This is an optimization exercise on Yosys and OpenROAD, whose aim is small area, a short achievable clock period and few clock cycles per item, not a production implementation.
The RTL was checked by simulation tests, not by an equivalence proof against the original design.
Power figures rest on the tool's default switching activity, not on a simulated workload.

Setup of main:
Design ooo_top, start of the top module:
module ooo_top (
   input  wire         clock,
   input  wire         reset,
   input  wire         dispatch_valid,
   input  wire  [2:0]  dispatch_op,
   input  wire  [3:0]  dispatch_rd,
   input  wire  [3:0]  dispatch_rs1,
   input  wire  [3:0]  dispatch_rs2,
   input  wire  [15:0] dispatch_imm,
   output logic        dispatch_ready,
   output logic        commit_valid,
   output logic [3:0]  commit_rd,
   output logic [31:0] commit_value
);
==> flow/config.mk <==
export PLATFORM = sky130hd
export DESIGN_NAME = ooo_top
export DESIGN_NICKNAME = ooo_top
export VERILOG_FILES = /design/flow/design.v
export SDC_FILE = /design/flow/constraint.sdc
export NUM_CORES = 4
export LEC_CHECK = 0
export CAP_MARGIN = 20
export CORE_MARGIN = 2
export CORE_UTILIZATION = 40
export CTS_CLUSTER_DIAMETER = 80
export CTS_CLUSTER_SIZE = 25
export PLACE_DENSITY = 0.65
export SETUP_SLACK_MARGIN = 5
export SLEW_MARGIN = 20
export TNS_END_PERCENT = 0
==> flow/constraint.sdc <==
create_clock -name core_clock -period 8.0 [get_ports {clock}]
set_input_delay 1.6000 -clock core_clock [delete_from_list [all_inputs] [get_ports {clock}]]
set_output_delay 1.6000 -clock core_clock [all_outputs]
set_load 0.01 [all_outputs]
run.sh (not shown) runs the stock make flow with config.mk's settings and CLKGATE_MAP_FILE= SYNTH_SCRIPT=/design/flow/synth_recipe.tcl, a recipe that flattens the netlist after the stock synthesis.
Having completed the whole flow, main delivered a layout that passed the timing, DRC and antenna checks.
Testbench counts of main, summed over its fixed seeds: cycles 16,438, insts 16,000.
Inputs modified between main and the feature branch:
--- a/flow/design.v
+++ b/flow/design.v
@@ -1254,15 +1254,14 @@
    logic             d_sel_sum;   
    logic             d_sel_and;
    logic             d_sel_xor;
    logic             d_mul;
    logic [3:0]       d_rd;
    logic [31:0]      d_a;
    logic [31:0]      d_b;         
-   logic [15:0]      d_one, d_two, d_neg;    
    logic             d_a_m, d_b_m, d_a_w, d_b_w;
    logic             d_ma_m, d_mb_m, d_ma_w, d_mb_w;
    logic             h_a_m, h_b_m, h_a_w, h_b_w;
    logic             h_ma_m, h_mb_m, h_ma_w, h_mb_w;
    logic             m_valid;
    logic             m_mul;
    logic [3:0]       m_rd;
@@ -1274,15 +1273,15 @@
    logic             take;
    logic             uses;
    logic             f_mul;
    logic             f_sub;
    logic             a_d, b_d, a_m, b_m, a_w, b_w;
    logic             ready_next;
    logic [31:0]      rd_a, rd_b;
-   logic [15:0]      rd_one, rd_two, rd_neg;
+   logic [15:0]      d_one, d_two, d_neg;
    logic [15:0]      m_one, m_two, m_neg;
    logic [15:0]      w_one, w_two, w_neg;
    logic [15:0]      x_one, x_two, x_neg;
    logic [31:0]      m_row0;
    logic [31:0]      xa, xb, ma;
    logic [32:0]      sum;
    logic [31:0]      row0;
@@ -1330,32 +1329,28 @@
          rd_b = rd_b | ({32{rf_set[r] && f_rs2 == r}} & rf[r]);
       end
       if (a_w) rd_a = w_val;
       if (b_w) rd_b = w_val;
       if (!uses) rd_a = {{16{f_imm[15]}}, f_imm};
       if (!uses) rd_b = '0;
    end
-   booth_enc i_rd_enc (.b(rd_b), .one(rd_one), .two(rd_two), .neg(rd_neg));
    always_ff @(posedge clock) begin
       if (reset) begin
          d_valid <= 1'b0;
       end else begin
          d_valid <= f_valid && !stall;
       end
       d_sub     <= f_sub;
       d_sel_sum <= !(f_op == op_and || f_op == op_xor || f_mul);
       d_sel_and <= (f_op == op_and);
       d_sel_xor <= (f_op == op_xor);
       d_mul     <= f_mul;
       d_rd      <= f_rd;
       d_a       <= rd_a;
       d_b       <= rd_b ^ {32{f_sub}};
-      d_one     <= rd_one;
-      d_two     <= rd_two;
-      d_neg     <= rd_neg;
       d_a_m     <= !f_mul && a_d;
       d_b_m     <= !f_mul && b_d;
       d_a_w     <= !f_mul && !a_d && a_m;
       d_b_w     <= !f_mul && !b_d && b_m;
       d_ma_m    <= f_mul && a_d;
       d_mb_m    <= f_mul && b_d;
       d_ma_w    <= f_mul && !a_d && a_m;
@@ -1388,14 +1383,15 @@
                       (d_b_w ? (w_val[15:0] ^ {16{d_sub}}) : d_b[15:0]);
    assign xb[31:16] = h_b_m ? (m_row0[31:16] ^ {16{d_sub}}) :
                       (h_b_w ? (w_val[31:16] ^ {16{d_sub}}) : d_b[31:16]);
    assign ma[15:0]  = d_ma_m ? m_row0[15:0] : (d_ma_w ? w_val[15:0] : d_a[15:0]);
    assign ma[31:16] = h_ma_m ? m_row0[31:16] : (h_ma_w ? w_val[31:16] : d_a[31:16]);
    booth_enc i_m_enc (.b(m_row0), .one(m_one), .two(m_two), .neg(m_neg));
    booth_enc i_w_enc (.b(w_val), .one(w_one), .two(w_two), .neg(w_neg));
+   booth_enc i_d_enc (.b(d_b), .one(d_one), .two(d_two), .neg(d_neg));
    assign x_one[7:0]  = d_mb_m ? m_one[7:0] : (d_mb_w ? w_one[7:0] : d_one[7:0]);
    assign x_two[7:0]  = d_mb_m ? m_two[7:0] : (d_mb_w ? w_two[7:0] : d_two[7:0]);
    assign x_neg[7:0]  = d_mb_m ? m_neg[7:0] : (d_mb_w ? w_neg[7:0] : d_neg[7:0]);
    assign x_one[15:8] = h_mb_m ? m_one[15:8] : (h_mb_w ? w_one[15:8] : d_one[15:8]);
    assign x_two[15:8] = h_mb_m ? m_two[15:8] : (h_mb_w ? w_two[15:8] : d_two[15:8]);
    assign x_neg[15:8] = h_mb_m ? m_neg[15:8] : (h_mb_w ? w_neg[15:8] : d_neg[15:8]);
    assign sum = {xa, 1'b1} + {xb, d_sub};
--- outcome ---
Taking main as the reference, in the feature branch met1 routed wirelength after detailed routing lower, final total power higher, portion of total power attributed to the clock network lower, routed via count lower, die outline width lower. main reports its cell with the biggest individual delay on the critical path as sky130_fd_sc_hd__xor3_1 while the feature branch reports sky130_fd_sc_hd__fa_1. The feature branch ends up with a multi-input combinational cell count that is 182 lower than in main. Taking main as the reference, in the feature branch design area dropped 3.8%, number of vias per cell climbed 0.20. Fraction of the cycle the final worst path needs in the feature branch is 0.28 points above main. The ratio of cells with drive above 1 in the final layout number comes out lower for the feature branch vs main.
Testbench counts of the feature branch, summed over its fixed seeds: cycles 16,438, insts 16,000.

* * *

Setup of purple:
ooo_top, a different RTL version from the one above (not shown whole).
Size in the first run: ~880 flip-flops, roughly 72 I/O pins.
==> module ooo_top, before the edit <==
module ooo_top (
   input  wire         clock,
   input  wire         reset,
   input  wire         dispatch_valid,
   input  wire  [2:0]  dispatch_op,
   input  wire  [3:0]  dispatch_rd,
   input  wire  [3:0]  dispatch_rs1,
   input  wire  [3:0]  dispatch_rs2,
   input  wire  [15:0] dispatch_imm,
   output logic        dispatch_ready,
   output logic        commit_valid,
   output logic [3:0]  commit_rd,
   output logic [31:0] commit_value
);
   localparam logic [2:0] op_li  = 3'd0;
   localparam logic [2:0] op_add = 3'd1;
   localparam logic [2:0] op_sub = 3'd2;
   localparam logic [2:0] op_and = 3'd3;
   localparam logic [2:0] op_xor = 3'd4;
   localparam logic [2:0] op_mul = 3'd5;
   localparam int         mid_w  = ooo_pkg::mid_w;
   logic [31:0]      rf [16];
   logic [15:0]      rf_set;
   logic             f_valid;
   logic [2:0]       f_op;
   logic [3:0]       f_rd;
   logic [3:0]       f_rs1;
   logic [3:0]       f_rs2;
   logic [15:0]      f_imm;
   logic             ready_q;     
   logic             d_valid;
   logic             d_sub;       
   logic             d_sel_sum;   
   logic             d_sel_and;
   logic             d_sel_xor;
   logic             d_mul;
   logic [3:0]       d_rd;
   logic [31:0]      d_a;
   logic [31:0]      d_b;         
   logic [15:0]      d_one, d_two, d_neg;    
   logic             d_a_m, d_b_m, d_a_w, d_b_w;
   logic             d_ma_m, d_mb_m, d_ma_w, d_mb_w;
   logic             m_valid;
   logic             m_mul;
   logic [3:0]       m_rd;
   logic [mid_w-1:0] m_mid;
   logic             w_valid;
   logic [3:0]       w_rd;
   logic [31:0]      w_val;
   logic             stall;
   logic             take;
   logic             uses;
   logic             f_mul;
   logic             f_sub;
   logic             a_d, b_d, a_m, b_m, a_w, b_w;
   logic             ready_next;
   logic [31:0]      rd_a, rd_b;
   logic [15:0]      rd_one, rd_two, rd_neg;
   logic [15:0]      m_one, m_two, m_neg;
   logic [15:0]      w_one, w_two, w_neg;
   logic [15:0]      x_one, x_two, x_neg;
   logic [31:0]      m_row0;
   logic [31:0]      xa, xb, ma;
   logic [32:0]      sum;
   logic [31:0]      row0;
   logic [mid_w-1:0] tree_mid;
   logic [mid_w-1:0] x_mid;
   logic [31:0]      m_s, m_c;
   logic [31:0]      w_next;
   assign m_row0 = m_mid[31:0];
   assign stall = f_valid && uses && d_valid && d_mul && (f_rs1 == d_rd || f_rs2 == d_rd);
   assign take           = !stall;
   assign dispatch_ready = ready_q;
   assign ready_next = !(!stall && f_valid && f_mul && dispatch_valid &&
                         dispatch_op != op_li &&
                         (dispatch_rs1 == f_rd || dispatch_rs2 == f_rd));
   always_ff @(posedge clock) begin
      if (reset) begin
         f_valid <= 1'b0;
         ready_q <= 1'b1;
      end else begin
         ready_q <= ready_next;
         if (take) begin
            f_valid <= dispatch_valid;
            f_op    <= dispatch_op;
            f_rd    <= dispatch_rd;
            f_rs1   <= dispatch_rs1;
            f_rs2   <= dispatch_rs2;
            f_imm   <= dispatch_imm;
         end
      end
   end
   assign uses  = (f_op != op_li);
   assign f_mul = (f_op == op_mul);
   assign f_sub = (f_op == op_sub);
   assign a_d = uses && d_valid && (f_rs1 == d_rd);
   assign b_d = uses && d_valid && (f_rs2 == d_rd);
   assign a_m = uses && m_valid && (f_rs1 == m_rd);
   assign b_m = uses && m_valid && (f_rs2 == m_rd);
   assign a_w = w_valid && (f_rs1 == w_rd);
   assign b_w = w_valid && (f_rs2 == w_rd);
   always_comb begin
      rd_a = '0;
      rd_b = '0;
      for (int r = 0; r < 16; r++) begin
         rd_a = rd_a | ({32{rf_set[r] && f_rs1 == r}} & rf[r]);
         rd_b = rd_b | ({32{rf_set[r] && f_rs2 == r}} & rf[r]);
      end
      if (a_w) rd_a = w_val;
      if (b_w) rd_b = w_val;
      if (!uses) rd_a = {{16{f_imm[15]}}, f_imm};
      if (!uses) rd_b = '0;
   end
   booth_enc i_rd_enc (.b(rd_b), .one(rd_one), .two(rd_two), .neg(rd_neg));
   always_ff @(posedge clock) begin
      if (reset) begin
         d_valid <= 1'b0;
      end else begin
         d_valid <= f_valid && !stall;
      end
      d_sub     <= f_sub;
      d_sel_sum <= !(f_op == op_and || f_op == op_xor || f_mul);
      d_sel_and <= (f_op == op_and);
      d_sel_xor <= (f_op == op_xor);
      d_mul     <= f_mul;
      d_rd      <= f_rd;
      d_a       <= rd_a;
      d_b       <= rd_b ^ {32{f_sub}};
      d_one     <= rd_one;
      d_two     <= rd_two;
      d_neg     <= rd_neg;
      d_a_m     <= !f_mul && a_d;
      d_b_m     <= !f_mul && b_d;
      d_a_w     <= !f_mul && !a_d && a_m;
      d_b_w     <= !f_mul && !b_d && b_m;
      d_ma_m    <= f_mul && a_d;
      d_mb_m    <= f_mul && b_d;
      d_ma_w    <= f_mul && !a_d && a_m;
      d_mb_w    <= f_mul && !b_d && b_m;
   end
   assign xa = d_a_m ? m_row0 : (d_a_w ? w_val : d_a);
   assign xb = d_b_m ? (m_row0 ^ {32{d_sub}}) : (d_b_w ? (w_val ^ {32{d_sub}}) : d_b);
   assign ma = d_ma_m ? m_row0 : (d_ma_w ? w_val : d_a);
   booth_enc i_m_enc (.b(m_row0), .one(m_one), .two(m_two), .neg(m_neg));
   booth_enc i_w_enc (.b(w_val), .one(w_one), .two(w_two), .neg(w_neg));
   assign x_one = d_mb_m ? m_one : (d_mb_w ? w_one : d_one);
   assign x_two = d_mb_m ? m_two : (d_mb_w ? w_two : d_two);
   assign x_neg = d_mb_m ? m_neg : (d_mb_w ? w_neg : d_neg);
   assign sum = {xa, 1'b1} + {xb, d_sub};
   mul_tree1 i_mul_tree1 (.a(ma), .one(x_one), .two(x_two), .neg(x_neg), .mid(tree_mid));
   assign row0 = ({32{d_sel_sum}}  & sum[32:1])
               | ({32{d_sel_and}}  & (xa & xb))
               | ({32{d_sel_xor}}  & (xa ^ xb))
               | ({32{d_mul}}      & tree_mid[31:0]);
   assign x_mid = {tree_mid[mid_w-1:32] & {(mid_w-32){d_mul}}, row0};
   always_ff @(posedge clock) begin
      if (reset) begin
         m_valid <= 1'b0;
      end else begin
         m_valid <= d_valid;
      end
      m_mul <= d_mul;
      m_rd  <= d_rd;
      m_mid <= x_mid;
   end
   mul_tree2 i_mul_tree2 (.mid(m_mid), .s(m_s), .c(m_c));
   assign w_next = m_s + m_c;
   always_ff @(posedge clock) begin
      if (reset) begin
         w_valid <= 1'b0;
      end else begin
         w_valid <= m_valid;
      end
      w_rd  <= m_rd;
      w_val <= w_next;
   end
   always_ff @(posedge clock) begin
      if (reset) begin
         rf_set <= '0;
      end else if (w_valid) begin
         rf_set[w_rd] <= 1'b1;
      end
   end
   always_ff @(posedge clock) begin
      if (w_valid) begin
         rf[w_rd] <= w_val;
      end
   end
   assign commit_valid = w_valid;
   assign commit_rd    = w_rd;
   assign commit_value = w_val;
endmodule
export LEC_CHECK = 0
export CAP_MARGIN = 20
export CORE_MARGIN = 2
export CORE_UTILIZATION = 40
export PLACE_DENSITY = 0.5
export SETUP_SLACK_MARGIN = 5
export SLEW_MARGIN = 20
export TNS_END_PERCENT = 0
create_clock -name core_clock -period 8.0 [get_ports {clock}]
Testbench counts of purple, summed over its fixed seeds: cycles 16,438, insts 16,000.
Input changes introduced in red (baseline for comparison: purple):
diff --git a/flow/design.v b/flow/design.v
--- a/flow/design.v
+++ b/flow/design.v
@@ -1260,8 +1260,10 @@
    logic [31:0]      d_b;         
    logic [15:0]      d_one, d_two, d_neg;    
    logic             d_a_m, d_b_m, d_a_w, d_b_w;
    logic             d_ma_m, d_mb_m, d_ma_w, d_mb_w;
+   logic             h_a_m, h_b_m, h_a_w, h_b_w;
+   logic             h_ma_m, h_mb_m, h_ma_w, h_mb_w;
    logic             m_valid;
    logic             m_mul;
    logic [3:0]       m_rd;
    logic [mid_w-1:0] m_mid;
@@ -1358,16 +1360,45 @@
       d_mb_m    <= f_mul && b_d;
       d_ma_w    <= f_mul && !a_d && a_m;
       d_mb_w    <= f_mul && !b_d && b_m;
    end
-   assign xa = d_a_m ? m_row0 : (d_a_w ? w_val : d_a);
-   assign xb = d_b_m ? (m_row0 ^ {32{d_sub}}) : (d_b_w ? (w_val ^ {32{d_sub}}) : d_b);
-   assign ma = d_ma_m ? m_row0 : (d_ma_w ? w_val : d_a);
+   always_ff @(posedge clock) begin
+      if (reset) begin
+         h_a_m  <= 1'b0;
+         h_b_m  <= 1'b0;
+         h_a_w  <= 1'b0;
+         h_b_w  <= 1'b0;
+         h_ma_m <= 1'b0;
+         h_mb_m <= 1'b0;
+         h_ma_w <= 1'b0;
+         h_mb_w <= 1'b0;
+      end else begin
+         h_a_m  <= !f_mul && a_d;
+         h_b_m  <= !f_mul && b_d;
+         h_a_w  <= !f_mul && !a_d && a_m;
+         h_b_w  <= !f_mul && !b_d && b_m;
+         h_ma_m <= f_mul && a_d;
+         h_mb_m <= f_mul && b_d;
+         h_ma_w <= f_mul && !a_d && a_m;
+         h_mb_w <= f_mul && !b_d && b_m;
+      end
+   end
+   assign xa[15:0]  = d_a_m ? m_row0[15:0] : (d_a_w ? w_val[15:0] : d_a[15:0]);
+   assign xa[31:16] = h_a_m ? m_row0[31:16] : (h_a_w ? w_val[31:16] : d_a[31:16]);
+   assign xb[15:0]  = d_b_m ? (m_row0[15:0] ^ {16{d_sub}}) :
+                      (d_b_w ? (w_val[15:0] ^ {16{d_sub}}) : d_b[15:0]);
+   assign xb[31:16] = h_b_m ? (m_row0[31:16] ^ {16{d_sub}}) :
+                      (h_b_w ? (w_val[31:16] ^ {16{d_sub}}) : d_b[31:16]);
+   assign ma[15:0]  = d_ma_m ? m_row0[15:0] : (d_ma_w ? w_val[15:0] : d_a[15:0]);
+   assign ma[31:16] = h_ma_m ? m_row0[31:16] : (h_ma_w ? w_val[31:16] : d_a[31:16]);
    booth_enc i_m_enc (.b(m_row0), .one(m_one), .two(m_two), .neg(m_neg));
    booth_enc i_w_enc (.b(w_val), .one(w_one), .two(w_two), .neg(w_neg));
-   assign x_one = d_mb_m ? m_one : (d_mb_w ? w_one : d_one);
-   assign x_two = d_mb_m ? m_two : (d_mb_w ? w_two : d_two);
-   assign x_neg = d_mb_m ? m_neg : (d_mb_w ? w_neg : d_neg);
+   assign x_one[7:0]  = d_mb_m ? m_one[7:0] : (d_mb_w ? w_one[7:0] : d_one[7:0]);
+   assign x_two[7:0]  = d_mb_m ? m_two[7:0] : (d_mb_w ? w_two[7:0] : d_two[7:0]);
+   assign x_neg[7:0]  = d_mb_m ? m_neg[7:0] : (d_mb_w ? w_neg[7:0] : d_neg[7:0]);
+   assign x_one[15:8] = h_mb_m ? m_one[15:8] : (h_mb_w ? w_one[15:8] : d_one[15:8]);
+   assign x_two[15:8] = h_mb_m ? m_two[15:8] : (h_mb_w ? w_two[15:8] : d_two[15:8]);
+   assign x_neg[15:8] = h_mb_m ? m_neg[15:8] : (h_mb_w ? w_neg[15:8] : d_neg[15:8]);
    assign sum = {xa, 1'b1} + {xb, d_sub};
    mul_tree1 i_mul_tree1 (.a(ma), .one(x_one), .two(x_two), .neg(x_neg), .mid(tree_mid));
    assign row0 = ({32{d_sel_sum}}  & sum[32:1])
                | ({32{d_sel_and}}  & (xa & xb))
--- outcome ---
- Diff purple -> red | sequential share of layout area | decrease of 0.29 points
- Setup slack: red higher than purple
- In red, the multi-input combinational area share came out 0.34 points above the value in purple.
- Summary — per-cell via count in the routed design, red relative to purple: lower, by 0.11.
- Relative to purple, the number of clock-tree buffers in the layout measured on red has increased by a little under 10%.
- Compare purple and red | combined flip-flop and latch cell area lower: purple
- Diff purple -> red: non-clock buffer instance count of the final layout decreased about 0.35%; buffer count from post-CTS setup fixing -2; final period utilization saw a decrease.
- Count of placed standard cells in the final layout, fillers left out, purple and red: higher on red
- When red is set beside purple, its sum of routed wire segments on met1 turns out to be 2.0% smaller.
- Buffering overhead: red < purple
- Per the comparison of red with purple, final hold slack now sits at about the same level, power now sits at about the same level.
- Run comparison: red top layer used by detailed routing met5; purple top layer used by detailed routing met4
Testbench counts of red, summed over its fixed seeds: cycles 16,438, insts 16,000.

[re-timing with driven ports]
The flow's constraints put no driver on any port. The routed layouts listed below were extracted and timed again, unchanged, in two steps.
Step 1: set_driving_cell puts a clkbuf_16 on clock and a buf_2 on each other input, an assumption about the parent block.
Step 2 also shifts input and output timing later by t, the mid clock arrival at the registers, as if the neighbouring blocks saw the same clock.
Slacks: ideal ports / drivers / drivers and shift; pairs: ideal ports / drivers.
| run | shift t [ns] | setup slack, ns | hold WS [ns] | worst register clock-pin slew, ns |
|---|---|---|---|---|
| main | 0.733 | 4.232 / 4.232 / 4.232 | 0.376 / 0.376 / 0.376 | 0.11 / 0.11 |
| the feature branch | 0.734 | 4.210 / 4.198 / 4.210 | 0.374 / 0.374 / 0.374 | 0.10 / 0.10 |
| purple | 0.782 | 3.876 / 3.876 / 3.876 | 0.384 / 0.384 / 0.384 | 0.07 / 0.07 |
| red | 0.778 | 4.147 / 4.134 / 4.147 | 0.387 / 0.387 / 0.387 | 0.07 / 0.07 |
After both steps every run listed still meets setup and hold.
